This design comes from an exercise in tuning for small area, a short achievable clock period and few clock cycles per item on the open sky130 flow, not from production work.
Power and IR drop assume default switching activity.

==> run a <==
==> flow/design.v <==
package kmp_pkg;
  localparam int MAX_PATTERN = 64;
  localparam int MAX_TEXT    = 65536;
  localparam int PAT_AW = $clog2(MAX_PATTERN);
  localparam int LEN_W  = $clog2(MAX_PATTERN + 1);
  localparam int TP_W   = $clog2(MAX_TEXT + 1);
  localparam int CHAR_W = 8;
  localparam int REQ_W  = 2;
  localparam int STAT_W = 3;
  localparam int POS_W  = 16;
  localparam int CNT_W  = 7;
  localparam logic [REQ_W-1:0] REQ_APPEND = 2'd0;
  localparam logic [REQ_W-1:0] REQ_TEXT   = 2'd1;
  localparam logic [REQ_W-1:0] REQ_START  = 2'd2;
  localparam logic [REQ_W-1:0] REQ_CLEAR  = 2'd3;
  localparam logic [STAT_W-1:0] ST_ACCEPT    = 3'd0;
  localparam logic [STAT_W-1:0] ST_NO_MATCH  = 3'd1;
  localparam logic [STAT_W-1:0] ST_MATCH     = 3'd2;
  localparam logic [STAT_W-1:0] ST_NOT_FOUND = 3'd3;
  localparam logic [STAT_W-1:0] ST_ERROR     = 3'd4;
  typedef struct packed {
    logic              pat_we;
    logic [PAT_AW-1:0] pat_waddr;
    logic [CHAR_W-1:0] pat_wdata;
    logic [PAT_AW-1:0] pat_raddr;
    logic              fail_we;
    logic [PAT_AW-1:0] fail_waddr;
    logic [PAT_AW-1:0] fail_wdata;
    logic [PAT_AW-1:0] fail_raddr;
  } mem_req_t;
  typedef struct packed {
    logic              valid;
    logic [STAT_W-1:0] status;
    logic [POS_W-1:0]  position;
    logic [CNT_W-1:0]  count;
  } res_t;
endpackage
module kmp_substring_search_core (
  input  logic                          clk_i,
  input  logic                          rst_ni,
  input  logic                          in_valid_i,
  output logic                          in_ready_o,
  input  logic [kmp_pkg::REQ_W-1:0]     req_type_i,
  input  logic [kmp_pkg::CHAR_W-1:0]    char_value_i,
  input  logic                          last_text_i,
  output logic                          out_valid_o,
  input  logic                          out_ready_i,
  output logic [kmp_pkg::STAT_W-1:0]    status_o,
  output logic [kmp_pkg::POS_W-1:0]     match_position_o,
  output logic [kmp_pkg::CNT_W-1:0]     pattern_count_o
);
  localparam int NP = kmp_pkg::MAX_PATTERN;
  logic o_v_q;
  logic hold, adv;
  logic sk_empty_q, sk_empty_d;
  logic rdy_q;
  logic xfer;
  assign hold = o_v_q & ~out_ready_i;
  assign adv  = ~hold;
  assign xfer = in_valid_i & sk_empty_q;
  assign sk_empty_d = adv | (sk_empty_q & ~in_valid_i);
  always_ff @(posedge clk_i) rdy_q <= sk_empty_d;
  assign in_ready_o = rdy_q;
  logic       a_v_q;
  logic [1:0] a_t_q;
  logic [7:0] a_c_q;
  logic       a_l_q;
  logic [1:0] s_t_q;
  logic [7:0] s_c_q;
  logic       s_l_q;
  always_ff @(posedge clk_i or negedge rst_ni) begin
    if (!rst_ni) begin
      a_v_q      <= 1'b0;
      sk_empty_q <= 1'b1;
    end else begin
      if (adv) a_v_q <= ~sk_empty_q | xfer;
      sk_empty_q <= sk_empty_d;
    end
  end
  always_ff @(posedge clk_i) begin
    if (adv) begin
      if (!sk_empty_q) begin
        a_t_q <= s_t_q;
        a_c_q <= s_c_q;
        a_l_q <= s_l_q;
      end else begin
        a_t_q <= req_type_i;
        a_c_q <= char_value_i;
        a_l_q <= last_text_i;
      end
    end
    if (sk_empty_q) begin
      s_t_q <= req_type_i;
      s_c_q <= char_value_i;
      s_l_q <= last_text_i;
    end
  end
  logic [7:0]    q_q [NP];
  logic [NP-1:0] e_q;
  logic [6:0]    len_q;
  logic [NP-1:0] inj;       
  logic [NP-1:0] eq;
  logic [NP-1:0] e_nxt;
  logic          b_go, b_shift, b_txt, b_start, full, hit;
  assign full    = len_q[6];
  assign b_go    = a_v_q & adv;
  assign b_shift = b_go & (a_t_q == kmp_pkg::REQ_APPEND) & ~full;
  assign b_txt   = b_go & (a_t_q == kmp_pkg::REQ_TEXT);
  assign b_start = b_go & (a_t_q == kmp_pkg::REQ_START);
  always_comb begin
    for (int j = 0; j < NP - 1; j++) inj[j] = (len_q[5:0] == 6'(j + 1));
    inj[NP-1] = full;
    for (int j = 0; j < NP; j++) eq[j] = (q_q[j] == a_c_q);
    e_nxt = ({1'b0, e_q[NP-1:1]} | inj) & eq;
  end
  assign hit = e_nxt[0];
  always_ff @(posedge clk_i) begin
    if (b_shift) begin
      q_q[0] <= a_c_q;
      for (int j = 1; j < NP; j++) q_q[j] <= q_q[j-1];
    end
    if (b_start) e_q <= '0;
    else if (b_txt) e_q <= e_nxt;
    else if (b_shift) e_q <= {e_q[NP-2:0], 1'b0};
  end
  always_ff @(posedge clk_i or negedge rst_ni) begin
    if (!rst_ni) begin
      len_q <= '0;
    end else if (b_go && a_t_q == kmp_pkg::REQ_CLEAR) begin
      len_q <= '0;
    end else if (b_shift) begin
      len_q <= len_q + 7'd1;
    end
  end
  logic       c_v_q;
  logic [1:0] c_t_q;
  logic       c_l_q;
  logic       c_hit_q;
  logic       c_err_q;      
  logic [6:0] c_cnt_q;
  always_ff @(posedge clk_i or negedge rst_ni) begin
    if (!rst_ni) c_v_q <= 1'b0;
    else if (adv) c_v_q <= a_v_q;
  end
  always_ff @(posedge clk_i) begin
    if (adv) begin
      c_t_q   <= a_t_q;
      c_l_q   <= a_l_q;
      c_hit_q <= hit;
      c_err_q <= full;
      c_cnt_q <= (a_t_q == kmp_pkg::REQ_CLEAR) ? 7'd0 :
                 (a_t_q == kmp_pkg::REQ_APPEND && !full) ? len_q + 7'd1 : len_q;
    end
  end
  logic [16:0] tp_q;        
  logic        found_q;
  logic        fz_q;
  logic [6:0]  lf1_q;
  logic        c_go;
  logic [16:0] tp_inc;
  logic [15:0] sub;
  logic        cnt_zero;
  assign c_go     = c_v_q & adv;
  assign tp_inc   = tp_q + 17'd1;
  assign sub      = tp_q[15:0] - {9'd0, found_q ? lf1_q : c_cnt_q};
  assign cnt_zero = (c_cnt_q == '0);
  logic [2:0]  st;
  logic [15:0] pos;
  logic        f_set, f_clr, t_inc;
  always_comb begin
    st    = kmp_pkg::ST_ACCEPT;
    pos   = '0;
    f_set = 1'b0;
    f_clr = 1'b0;
    t_inc = 1'b0;
    unique case (c_t_q)
      kmp_pkg::REQ_APPEND: if (c_err_q) st = kmp_pkg::ST_ERROR;
      kmp_pkg::REQ_TEXT: begin
        if (found_q) begin
          st  = kmp_pkg::ST_MATCH;
          pos = fz_q ? 16'd0 : sub;
        end else if (cnt_zero) begin
          st    = kmp_pkg::ST_MATCH;
          f_set = 1'b1;
        end else if (tp_q[16] && tp_q[0]) begin    
          st = kmp_pkg::ST_ERROR;
        end else begin
          t_inc = 1'b1;
          if (c_hit_q) begin
            st    = kmp_pkg::ST_MATCH;
            pos   = sub;
            f_set = 1'b1;
          end else begin
            st = c_l_q ? kmp_pkg::ST_NOT_FOUND : kmp_pkg::ST_NO_MATCH;
          end
        end
      end
      kmp_pkg::REQ_START: f_clr = 1'b1;
      default: ;
    endcase
  end
  always_ff @(posedge clk_i or negedge rst_ni) begin
    if (!rst_ni) begin
      tp_q    <= 17'd1;
      found_q <= 1'b0;
    end else if (c_go) begin
      if (f_clr) begin
        tp_q    <= 17'd1;
        found_q <= 1'b0;
      end else begin
        if (t_inc) tp_q <= tp_inc;
        if (f_set) found_q <= 1'b1;
      end
    end
  end
  always_ff @(posedge clk_i) begin
    if (c_go && f_set) begin
      fz_q  <= cnt_zero;
      lf1_q <= c_cnt_q + 7'd1;
    end
  end
  logic [2:0]  o_st_q;
  logic [15:0] o_pos_q;
  logic [6:0]  o_cnt_q;
  always_ff @(posedge clk_i or negedge rst_ni) begin
    if (!rst_ni) o_v_q <= 1'b0;
    else if (adv) o_v_q <= c_v_q;
  end
  always_ff @(posedge clk_i) begin
    if (adv) begin
      o_st_q  <= st;
      o_pos_q <= pos;
      o_cnt_q <= c_cnt_q;
    end
  end
  assign out_valid_o      = o_v_q;
  assign status_o         = o_st_q;
  assign match_position_o = o_pos_q;
  assign pattern_count_o  = o_cnt_q;
endmodule
==> flow/run.sh <==
#!/bin/bash
# synth_recipe.tcl (not shown) runs the flow's synth.tcl, then flattens the netlist and writes it again
# the make line also repeats each setting of config.mk as NAME=value (left out here)
make -C /OpenROAD-flow-scripts/flow DESIGN_CONFIG=/design/flow/config.mk WORK_HOME=/design/flow/orfs CLKGATE_MAP_FILE= SYNTH_SCRIPT=/design/flow/synth_recipe.tcl finish
==> flow/config.mk <==
export PLATFORM = sky130hd
export DESIGN_NAME = kmp_substring_search_core
export DESIGN_NICKNAME = kmp_substring_search_core
export VERILOG_FILES = /design/flow/design.v
export SDC_FILE = /design/flow/constraint.sdc
export NUM_CORES = 4
export LEC_CHECK = 0
export ABC_CLOCK_PERIOD_IN_PS = 2500
export CAP_MARGIN = 20
export CORE_MARGIN = 2
export CORE_UTILIZATION = 40
export SETUP_SLACK_MARGIN = 3.8
export SLEW_MARGIN = 20
==> flow/constraint.sdc <==
create_clock -name core_clock -period 6.0 [get_ports {clk_i}]
set_input_delay 1.2000 -clock core_clock [delete_from_list [all_inputs] [get_ports {clk_i}]]
set_output_delay 1.2000 -clock core_clock [all_outputs]
set_load 0.01 [all_outputs]
==> run b: changes against run a <==
==> flow/design.v, changed modules only <==
module kmp_substring_search_core (
  input  logic                          clk_i,
  input  logic                          rst_ni,
  input  logic                          in_valid_i,
  output logic                          in_ready_o,
  input  logic [kmp_pkg::REQ_W-1:0]     req_type_i,
  input  logic [kmp_pkg::CHAR_W-1:0]    char_value_i,
  input  logic                          last_text_i,
  output logic                          out_valid_o,
  input  logic                          out_ready_i,
  output logic [kmp_pkg::STAT_W-1:0]    status_o,
  output logic [kmp_pkg::POS_W-1:0]     match_position_o,
  output logic [kmp_pkg::CNT_W-1:0]     pattern_count_o
);
  localparam int NP = kmp_pkg::MAX_PATTERN;
  logic o_v_q;
  logic hold, adv;
  logic sk_empty_q;
  logic xfer;
  assign hold = o_v_q & ~out_ready_i;
  assign adv  = ~hold;
  assign xfer = in_valid_i & sk_empty_q;
  assign in_ready_o = sk_empty_q;
  logic       a_v_q;
  logic [1:0] a_t_q;
  logic [7:0] a_c_q;
  logic       a_l_q;
  logic [1:0] s_t_q;
  logic [7:0] s_c_q;
  logic       s_l_q;
  always_ff @(posedge clk_i or negedge rst_ni) begin
    if (!rst_ni) begin
      a_v_q      <= 1'b0;
      sk_empty_q <= 1'b1;
    end else if (adv) begin
      a_v_q      <= ~sk_empty_q | xfer;
      sk_empty_q <= 1'b1;
    end else if (xfer) begin
      sk_empty_q <= 1'b0;
    end
  end
  always_ff @(posedge clk_i) begin
    if (adv) begin
      if (!sk_empty_q) begin
        a_t_q <= s_t_q;
        a_c_q <= s_c_q;
        a_l_q <= s_l_q;
      end else begin
        a_t_q <= req_type_i;
        a_c_q <= char_value_i;
        a_l_q <= last_text_i;
      end
    end
    if (sk_empty_q) begin
      s_t_q <= req_type_i;
      s_c_q <= char_value_i;
      s_l_q <= last_text_i;
    end
  end
  logic [7:0]    q_q [NP];
  logic [NP-1:0] e_q;
  logic [6:0]    len_q;
  logic [NP-1:0] inj;       
  logic [NP-1:0] eq;
  logic [NP-1:0] e_nxt;
  logic          b_go, b_shift, b_txt, b_start, full, hit;
  assign full    = len_q[6];
  assign b_go    = a_v_q & adv;
  assign b_shift = b_go & (a_t_q == kmp_pkg::REQ_APPEND) & ~full;
  assign b_txt   = b_go & (a_t_q == kmp_pkg::REQ_TEXT);
  assign b_start = b_go & (a_t_q == kmp_pkg::REQ_START);
  always_comb begin
    for (int j = 0; j < NP - 1; j++) inj[j] = (len_q[5:0] == 6'(j + 1));
    inj[NP-1] = full;
    for (int j = 0; j < NP; j++) eq[j] = (q_q[j] == a_c_q);
    e_nxt = ({1'b0, e_q[NP-1:1]} | inj) & eq;
  end
  assign hit = e_nxt[0];
  always_ff @(posedge clk_i) begin
    if (b_shift) begin
      q_q[0] <= a_c_q;
      for (int j = 1; j < NP; j++) q_q[j] <= q_q[j-1];
    end
    if (b_start) e_q <= '0;
    else if (b_txt) e_q <= e_nxt;
    else if (b_shift) e_q <= {e_q[NP-2:0], 1'b0};
  end
  always_ff @(posedge clk_i or negedge rst_ni) begin
    if (!rst_ni) begin
      len_q <= '0;
    end else if (b_go && a_t_q == kmp_pkg::REQ_CLEAR) begin
      len_q <= '0;
    end else if (b_shift) begin
      len_q <= len_q + 7'd1;
    end
  end
  logic       c_v_q;
  logic [1:0] c_t_q;
  logic       c_l_q;
  logic       c_hit_q;
  logic       c_err_q;      
  logic [6:0] c_cnt_q;
  always_ff @(posedge clk_i or negedge rst_ni) begin
    if (!rst_ni) c_v_q <= 1'b0;
    else if (adv) c_v_q <= a_v_q;
  end
  always_ff @(posedge clk_i) begin
    if (adv) begin
      c_t_q   <= a_t_q;
      c_l_q   <= a_l_q;
      c_hit_q <= hit;
      c_err_q <= full;
      c_cnt_q <= (a_t_q == kmp_pkg::REQ_CLEAR) ? 7'd0 :
                 (a_t_q == kmp_pkg::REQ_APPEND && !full) ? len_q + 7'd1 : len_q;
    end
  end
  logic [16:0] tp_q;        
  logic        found_q;
  logic [15:0] fpos_q;
  logic        c_go;
  logic [16:0] tp_inc;
  logic [15:0] hit_pos;
  logic        cnt_zero;
  assign c_go     = c_v_q & adv;
  assign tp_inc   = tp_q + 17'd1;
  assign hit_pos  = tp_q[15:0] - {9'd0, c_cnt_q};
  assign cnt_zero = (c_cnt_q == '0);
  logic [2:0]  st;
  logic [15:0] pos;
  logic        f_set, f_clr, t_inc;
  always_comb begin
    st    = kmp_pkg::ST_ACCEPT;
    pos   = '0;
    f_set = 1'b0;
    f_clr = 1'b0;
    t_inc = 1'b0;
    unique case (c_t_q)
      kmp_pkg::REQ_APPEND: if (c_err_q) st = kmp_pkg::ST_ERROR;
      kmp_pkg::REQ_TEXT: begin
        if (found_q) begin
          st  = kmp_pkg::ST_MATCH;
          pos = fpos_q;
        end else if (cnt_zero) begin
          st    = kmp_pkg::ST_MATCH;
          f_set = 1'b1;
        end else if (tp_q[16] && tp_q[0]) begin    
          st = kmp_pkg::ST_ERROR;
        end else begin
          t_inc = 1'b1;
          if (c_hit_q) begin
            st    = kmp_pkg::ST_MATCH;
            pos   = hit_pos;
            f_set = 1'b1;
          end else begin
            st = c_l_q ? kmp_pkg::ST_NOT_FOUND : kmp_pkg::ST_NO_MATCH;
          end
        end
      end
      kmp_pkg::REQ_START: f_clr = 1'b1;
      default: ;
    endcase
  end
  always_ff @(posedge clk_i or negedge rst_ni) begin
    if (!rst_ni) begin
      tp_q    <= 17'd1;
      found_q <= 1'b0;
    end else if (c_go) begin
      if (f_clr) begin
        tp_q    <= 17'd1;
        found_q <= 1'b0;
      end else begin
        if (t_inc) tp_q <= tp_inc;
        if (f_set) found_q <= 1'b1;
      end
    end
  end
  always_ff @(posedge clk_i) begin
    if (c_go && f_set) fpos_q <= pos;
  end
  logic [2:0]  o_st_q;
  logic [15:0] o_pos_q;
  logic [6:0]  o_cnt_q;
  always_ff @(posedge clk_i or negedge rst_ni) begin
    if (!rst_ni) o_v_q <= 1'b0;
    else if (adv) o_v_q <= c_v_q;
  end
  always_ff @(posedge clk_i) begin
    if (adv) begin
      o_st_q  <= st;
      o_pos_q <= pos;
      o_cnt_q <= c_cnt_q;
    end
  end
  assign out_valid_o      = o_v_q;
  assign status_o         = o_st_q;
  assign match_position_o = o_pos_q;
  assign pattern_count_o  = o_cnt_q;
endmodule
Settings changed: SETUP_SLACK_MARGIN 3.8 to 3.5.
==> qor summary <==
item	run b	run a
Run status	complete, no violations	complete, no violations
Crit path capture type	output pin	register
Instance area after placement	30900 µm²	30400 µm²
Sink count of the clock tree	681	674
Fraction of area in multi-input gates	27.7%	27.9%
Maximum vdd ir drop	0.236 mV	0.289 mV
Fraction of power spent switching nets	28.2%	28.9%
Multi-input gates	1255	1196
CTS Buf Count	72	73
Power of the sequential group	0.00603 W	0.00600 W
Tapcell Cnt	959	950
Critical path peak fanout	2	5
Worst Setup Slack, final	3480 ps	3480 ps
Wire length on met1	29700 µm	29300 µm
Relative contribution of combinational cells to total power	19.9%	21.7%
Ratio of cells with drive above 1 in the final layout	9.53%	14.2%
Sequential share of cell area	57.9%	57.4%
Via count of the first global-routing pass	17.0k	17.0k
Tmin final	2520 ps	2520 ps
Function was not checked in any run of this note: the RTL went through the layout flow alone.

## port drivers added, routing unchanged
The results above use ideal ports. As a check the final layouts listed here were re-extracted and re-timed, cells and wires unchanged.
Step 1 assumes that a clkbuf_16 drives the clock port and a buf_2 every other input.
Step 2, shift: input delay + t, output delay - t, t = (earliest + latest rising clock arrival at the registers) / 2. This alone moves slack from input paths to output paths.
Slacks: ideal ports / drivers / drivers and shift; pairs: ideal ports / drivers.
| run | t (ns) | setup slack, ns | worst setup path at the end | cell pins on the clock port's net |
|---|---|---|---|---|
| run a | 0.655 | 3.483 / 3.483 / 3.097 | input to register | 1 |
| run b | 0.659 | 3.481 / 3.423 / 2.963 | input to register | 1 |
After both steps setup and hold are still met in every run listed. The setup slack of run b, which loses most, moves by -0.058 ns with the drivers and by -0.518 ns with both steps.
